This is an optimization exercise on Yosys and OpenROAD, whose aim is small area, a short achievable clock period and few clock cycles per item, not a production implementation. Function not checked in this run: the RTL went through the layout flow alone.

==> flow/config.mk <==
export PLATFORM = sky130hd
export DESIGN_NAME = ccu_muldiv_seq
export DESIGN_NICKNAME = ccu_muldiv_seq
export VERILOG_FILES = /design/flow/design.v
export SDC_FILE = /design/flow/constraint.sdc
export NUM_CORES = 4
export LEC_CHECK = 0
export CAP_MARGIN = 20
export CORE_MARGIN = 2
export CORE_UTILIZATION = 40
export SLEW_MARGIN = 20
==> flow/constraint.sdc <==
create_clock -name core_clock -period 10.5 [get_ports {clk}]
set_input_delay 2.1000 -clock core_clock [delete_from_list [all_inputs] [get_ports {clk}]]
set_output_delay 2.1000 -clock core_clock [all_outputs]
set_load 0.01 [all_outputs]
==> flow/design.v <==
module ccu_muldiv_seq (
    input  logic        clk,
    input  logic        rst,
    input  logic        start,
    input  logic [7:0]  alu_mode,
    input  logic [31:0] src1,
    input  logic [31:0] src2,
    input  logic        flush,
    output logic        stall,
    output logic        done,
    output logic [31:0] result,
    output logic        ccu_ans_mux_sel,
    output logic [1:0]  state_dbg
);
    localparam logic [1:0] S_IDLE = 2'd0, S_MUL = 2'd1, S_DIV = 2'd2, S_DONE = 2'd3;
    localparam logic [1:0] P_PREP = 2'd0, P_INIT = 2'd1, P_STEP = 2'd2, P_FIX = 2'd3;
    function automatic logic [31:0] smear(input logic [31:0] x);
        for (int i = 31; i >= 0; i--)
            smear[i] = (i == 31) ? x[31] : (x[i] | smear[i + 1]);
    endfunction
    function automatic logic [5:0] tlen(input logic [31:0] t);
        logic [32:0] te;
        tlen = 6'd0;
        te = {1'b0, t};
        for (int i = 0; i < 32; i++)
            if (te[i] & ~te[i + 1]) tlen = 6'(i + 1);
    endfunction
    logic [1:0]  state, ph;
    logic [5:0]  ptr;        
    logic [31:0] M;          
    logic [31:0] D;          
    logic [31:0] R;          
    logic [31:0] H;          
    logic [2:0]  hc;         
    logic [2:0]  op_r;
    logic        dz_r, msign, dsign, sel_r, fix;
    logic        c_one, c_two, c_neg, c_x, c_xz, dbit;
    logic [2:0]  op;
    logic        is_md, accept;
    assign op     = alu_mode[2:0];
    assign is_md  = (alu_mode[7:4] == 4'h4);
    assign accept = (state == S_IDLE) & start & is_md & ~flush;
    logic        prep, s1, s2, neg1, neg2, swap, early, negr;
    logic [31:0] S1, S2, abs1;
    logic [16:0] T1, T2, Tm, L;
    logic [5:0]  w1, w2;
    logic [6:0]  ip1, cmpa;
    logic [34:0] fx;
    logic [2:0]  wfirst;
    logic [4:0]  jbin;
    assign prep  = (ph == P_PREP);
    assign s1    = op_r[2] ? ~op_r[0] : (op_r[1:0] != 2'b11);
    assign s2    = op_r[2] ? ~op_r[0] : ~op_r[1];
    assign neg1  = s1 & M[31];
    assign neg2  = s2 & D[31];
    assign S1    = smear(M ^ {32{neg1}});
    assign S2    = smear(D ^ {32{neg2}});
    always_comb begin
        T1[0] = 1'b1;
        T2[0] = 1'b1;
        for (int j = 1; j < 17; j++) begin
            T1[j] = S1[2 * j - 1];
            T2[j] = S2[2 * j - 1];
        end
    end
    assign Tm    = T1 & T2;
    assign L     = Tm & ~{1'b0, Tm[16:1]};
    assign swap  = |(T1 & ~T2);
    assign fx    = swap ? {{2{s2 & D[31]}}, D, 1'b0} : {{2{s1 & M[31]}}, M, 1'b0};
    always_comb begin
        wfirst = 3'd0;
        jbin   = 5'd0;
        for (int j = 0; j < 17; j++) begin
            wfirst = wfirst | ({3{L[j]}} & fx[2 * j +: 3]);
            jbin   = jbin | ({5{L[j]}} & 5'(j));
        end
    end
    assign w1    = tlen(S1);
    assign w2    = tlen(S2);
    assign cmpa  = {1'b0, w1} + {6'd0, neg1};
    assign ip1   = cmpa - {1'b0, w2} + 7'd1;
    assign early = dz_r | (cmpa < {1'b0, w2});
    assign abs1  = neg1 ? (32'd0 - M) : M;
    assign negr  = op_r[1] ? neg1 : (neg1 ^ neg2);
    logic        is_div, last, ge;
    logic [5:0]  pn;
    logic [31:0] xres, hsum;
    logic [34:0] mx, dext, mag, ya, xa, sum;
    logic [2:0]  win;
    assign is_div = state[1];
    assign last   = (ptr == 6'd0);
    assign pn     = ptr - 6'd1;
    assign mx     = {{2{msign & M[31]}}, M, 1'b0};
    assign win    = mx[{pn[4:0], 1'b0} +: 3];
    assign dext   = {{3{dsign & D[31]}}, D};
    assign xres   = sel_r ? R : H;
    assign mag = c_one ? dext
               : c_two ? {dext[33:0], 1'b0}
               : c_x   ? {3'd0, xres}
               : 35'd0;
    assign ya  = mag ^ {35{c_neg}};
    assign xa  = c_xz ? 35'd0
               : {1'b0, is_div ? R[31:30] : 2'b00, R[29:0], is_div & dbit, 1'b0};
    assign sum = xa + ya + {34'd0, c_neg};
    assign ge  = ~sum[34];
    assign hsum = H + {{29{hc[2]}}, hc};
    always_ff @(posedge clk or posedge rst) begin
        if (rst) begin
            state <= S_IDLE;
        end else begin
            case (state)
                S_IDLE: if (accept) state <= op[2] ? S_DIV : S_MUL;
                S_MUL, S_DIV: begin
                    if (flush)
                        state <= S_IDLE;
                    else if ((prep & is_div & early) || ph == P_FIX ||
                             (ph == P_STEP && last && !fix))
                        state <= S_DONE;
                end
                default: state <= S_IDLE;
            endcase
        end
    end
    always_ff @(posedge clk) begin
        ptr  <= pn;
        dbit <= M[pn[4:0]] & ~pn[5];
        case (state)
            S_IDLE: begin
                M     <= src1;
                D     <= src2;
                op_r  <= op;
                dz_r  <= (src2 == 32'd0);
                ph    <= P_PREP;
                R     <= op[2] ? src1 : 32'd0;
                H     <= {32{op[2] & (src2 == 32'd0)}};
                hc    <= 3'd0;
                sel_r <= op[2] ? op[1] : (op[1:0] == 2'b00);
                c_one <= 1'b0;
                c_two <= 1'b0;
                c_neg <= 1'b0;
                c_x   <= 1'b0;
                c_xz  <= 1'b0;
            end
            S_MUL: begin
                if (prep) begin
                    M     <= swap ? D : M;
                    D     <= swap ? M : D;
                    msign <= swap ? s2 : s1;
                    dsign <= swap ? s1 : s2;
                    fix   <= (op_r[1:0] != 2'b00);
                    ptr   <= {1'b0, jbin};
                    c_one <= wfirst[1] ^ wfirst[0];
                    c_two <= (wfirst[2] & ~wfirst[1] & ~wfirst[0]) | (~wfirst[2] & wfirst[1] & wfirst[0]);
                    c_neg <= wfirst[2];
                    ph    <= P_STEP;
                end else begin
                    R     <= sum[31:0];
                    H     <= (ph == P_FIX) ? hsum : {hsum[29:0], R[31:30]};
                    hc    <= sum[34:32];
                    c_one <= win[1] ^ win[0];
                    c_two <= (win[2] & ~win[1] & ~win[0]) | (~win[2] & win[1] & win[0]);
                    c_neg <= win[2];
                    if (last) ph <= P_FIX;
                end
            end
            S_DIV: begin
                case (ph)
                    P_PREP: begin
                        M     <= abs1;
                        msign <= 1'b0;
                        dsign <= s2;
                        fix   <= negr;
                        ptr   <= ip1[5:0];
                        c_two <= 1'b1;
                        c_neg <= ~neg2;
                        ph    <= P_INIT;
                    end
                    P_INIT: begin
                        R  <= M >> ptr;
                        ph <= P_STEP;
                    end
                    P_STEP: begin
                        R <= ge ? sum[32:1] : {R[30:0], dbit};
                        H <= {H[30:0], ge};
                        if (last) begin
                            ph    <= P_FIX;
                            c_two <= 1'b0;
                            c_neg <= 1'b1;
                            c_x   <= 1'b1;
                            c_xz  <= 1'b1;
                        end
                    end
                    default: begin
                        R     <= sum[31:0];
                        sel_r <= 1'b1;
                    end
                endcase
            end
            default: ;
        endcase
    end
    assign result          = xres;
    assign stall           = accept | (state == S_MUL) | (state == S_DIV);
    assign done            = (state == S_DONE);
    assign ccu_ans_mux_sel = done;
    assign state_dbg       = state;
endmodule
==> flow/run.sh <==
#!/bin/bash
# synth_recipe.tcl (not shown) runs the flow's synth.tcl, then flattens the netlist and writes it again
# the make line also repeats each setting of config.mk as NAME=value (left out here)
make -C /OpenROAD-flow-scripts/flow DESIGN_CONFIG=/design/flow/config.mk WORK_HOME=/design/flow/orfs CLKGATE_MAP_FILE= SYNTH_SCRIPT=/design/flow/synth_recipe.tcl finish
==> out/qor.yml <==
status:
  status: "no timing/DRC/antenna violations"
clock_network:
  clk_pin_slew_worst_paths_ps: 70
  cts_buffer_depth: 2
  cts.htree.levels: 4
  cts_sinks: 154
  hold_buffers: 0
  cts_repair_resize_count: 0
  cts_buffers: 17
  ctsRootBufferMaster: "clkbuf_16"
  post-cts-setup-buffers: 0
  clock_latency_ps: 500
  tritoncts: "yes"
final_layout:
  num_antenna_cells: 0
  multi_input_area_sq_um: 13800
  regArea_sq_um: 4550
  nFillCells: 4670
  nets: 2516
  drive_above_1_share: 0.122
  syn_to_final_growth_pct: 11.4
route:
  drt_iter0_drc: 2969
  drt-vias-per-instance: 6.82
  antenna_left: 0
  post_drt_wl_per_cell_microns: 28.9
  drc: 0
  wl_microns: 86100
  drt_pass1_iterations: 6
  vias: 20300
critical_path:
  crit_slowest_cell: "edfxtp_1"
  crit_type: "flop to flop"
  cp_max_fo: 20
  cp.required_ps: 10730
  worst-path-buf-inv: 2
  worst_path_largest_cell_delay_ps: 840
  path_delay_family: "compound AO/OA/AOI/OAI gates"
  startpoint_type: "flop"
  cp-end-kind: "flop"
  path_cells: "inv_1 > or4_1 > a222oi_1 > o21ai_1 > buf_4 > nor2_1 > a2111o_1 > nor3_4 > mux2_2 > a2111oi_0 > nand4_1 > a21oi_1 > o21ai_0"
  crit_arrival_ps: 7020
grt:
  track_usage: 0.338
  antenna_found_initial: 1
  grt_pass1_vias: 18400
  grt_max_degree: 78
  grt_pass1_wl_microns: 125000
  grt-ovfl-total: 0
placed_design:
  portBuffers: 111
  dp_hpwl_microns: 63900
  place_congestion: 0.978
synth:
  synthesis.nets: 2524
  synth_area_leaders: "edfxtp_1, mux2_2, ha_1, a21oi_1, o21ai_0"
  synth.top_cells.by_count: "nand2_1, a21oi_1, o21ai_0"
  synthArstFlopShare: 0.0130
  ys_seq_area_frac: 0.236
  avgSynthCellArea_sq_um: 8.19
  yosys.area.top_type: "edfxtp_1"
  synth_top_area_frac: 0.226
  ys_ff_latch: 154
  ys_types: 95
  synth-edff-count: 145
  netlist_area_sq_um: 19300
  synth_flop_cell: "edfxtp_1"
  yosysWarningCount: 1
  yosysMostFrequentCell: "nand2_1"
  netlist_instances: 2355
timing:
  post-route-min-period_ps: 6780
  hold_viol_final: 0
  rsz0062_at_grt: "no"
  worst_slew_pin_slew_ps: 1060
  timing.setup.tns_ps: 0
  clock_skew_ps: 13.8
  finalSetupViolations: 0
  fmax_ghz: 0.147
  drv_slew: 0
  period_share: 0.646
  slew_headroom: 0.296
min_path:
  min_path_type: "flop to flop"
floorplanning:
  dieArea_sq_um: 50000
  fp.dieW_microns: 224
  die_h_microns: 224
  row_count: 80
  start_util: 0.405
  io_pins: 113
  core_sq_um: 47600
flow_run:
  maxCapViolations: 0
[final timing paths]
check,from,cells after the start,slack [ps],endpoint
max in group asynchronous,rst,2,8640,state[0]$_DFFE_PP0P_
min reg2reg,state[1]$_DFFE_PP0P_,1,640,state[1]$_DFFE_PP0P_
min in group asynchronous,rst,2,1750,state[1]$_DFFE_PP0P_
max reg2reg,D[31]$_DFFE_PP_,13,3720,c_neg$_DFFE_PP_
min,state[1]$_DFFE_PP0P_,1,640,state[1]$_DFFE_PP0P_
max,D[31]$_DFFE_PP_,13,3720,c_neg$_DFFE_PP_
[cell usage in the layout, fill, tap and decap left out, types with 17 or more instances in the layout]
cell type        netlist  final
a21o_1                60     60
o21ai_0              189    188
clkbuf_16              0     17
xor2_1                57     57
o31ai_1               23     23
inv_1                 57     57
and2_1                21     21
clkdlybuf4s50_1        0    111
mux4_2                41     41
buf_4                  4     63
or3_1                 24     24
a22o_1                17     17
a31oi_1               17     17
mux2i_1               56     56
ha_1                  89     86
o21a_1                21     21
mux2_2               106    106
o22ai_1               22     22
a211oi_1              23     21
a21oi_1              211    211
nand3_1               38     38
nand2_1              229    229
nand4_1               37     37
nor2b_1               51     49
a22oi_1               73     73
nor2_1               176    175
xnor2_1               72     72
nor3_1                44     44
nor4_1                18     18
a221oi_1              24     23
edfxtp_1             145    145
[cell type report]
cell class / count / share of cell area
sequential: 154 / 0.212
clock buffer: 17 / 0.0198
timing repair buffer: 174 / 0.0737
clock inverter: 15 / 0.00658
multi-input combinational: 1941 / 0.642
inverter: 59 / 0.0103
tap: 615 / 0.0358
[cell families (layout without fill, tap and decap cells)]
group           after synthesis  in the layout  synth area share
mux                         204            204             0.140
flops                       154            154             0.236
fa+ha+maj                    93             93            0.0619
compound gates              800            800             0.270
simple gates                715            715             0.181
xor+xnor                    129            129            0.0586
buf+inv                     260            265            0.0534
[per-stage QoR]
step / hold slack [ps] / utilization / std cells / setup slack (ps) / instance area, sq um
2_1_floorplan: 541 / - / 2355 / 4850 / 19300
3_3_place_gp: 612 / 0.439 / 2943 / 4140 / 20900
3_5_place_dp: 618 / 0.439 / 2943 / 4110 / 20900
4_1_cts: 644 / 0.451 / 2975 / 4050 / 21500
5_1_grt: 679 / 0.451 / 2975 / 3710 / 21500
6_report: 639 / 0.451 / 2975 / 3720 / 21500
[flip-flops by register name (all words and copies together) (netlist names), 2 cells and up]
name and count:
D 32, op_r 3, M 32, state 2
ph 2, R 32, H 32, hc 3
ptr 6
[routing by layer]
layer / part of all wire / up-vias / GRT usage / wire [microns]
met3: 0.11 / 175 / 0.0752 / 9570
met2: 0.42 / 1294 / 0.487 / 36100
li1: - / 8901 / - / -
met4: 0.044 / 0 / 0.148 / 3790
met5: 0 / - / 0 / 0
met1: 0.43 / 9912 / 0.483 / 36700

[separate check: timing with driven ports]
No port has a modelled driver above. Below, the same layout with a new extraction and two added sets of constraints.
Step 1: set_driving_cell puts a clkbuf_16 on clk and a buf_2 on each other input, an assumption about the parent block.
Step 2 adds t to the input delays and takes it off the output delays; t is the mean of the earliest and latest rising clock arrival at the registers after step 1. Input paths then give back, and output paths get back, about the clock's delay inside the block.
a / b / c = ideal ports / drivers / drivers and shift; a / b = the first two.
shift t [ns]: 0.550
slack for setup (ns): 3.718 / 3.718 / 3.718
worst setup path after step 2: register to register
After both steps setup and hold are still met in this run. For this run, drivers alone change the setup slack by 0.000 ns; drivers and shift together by 0.000 ns.
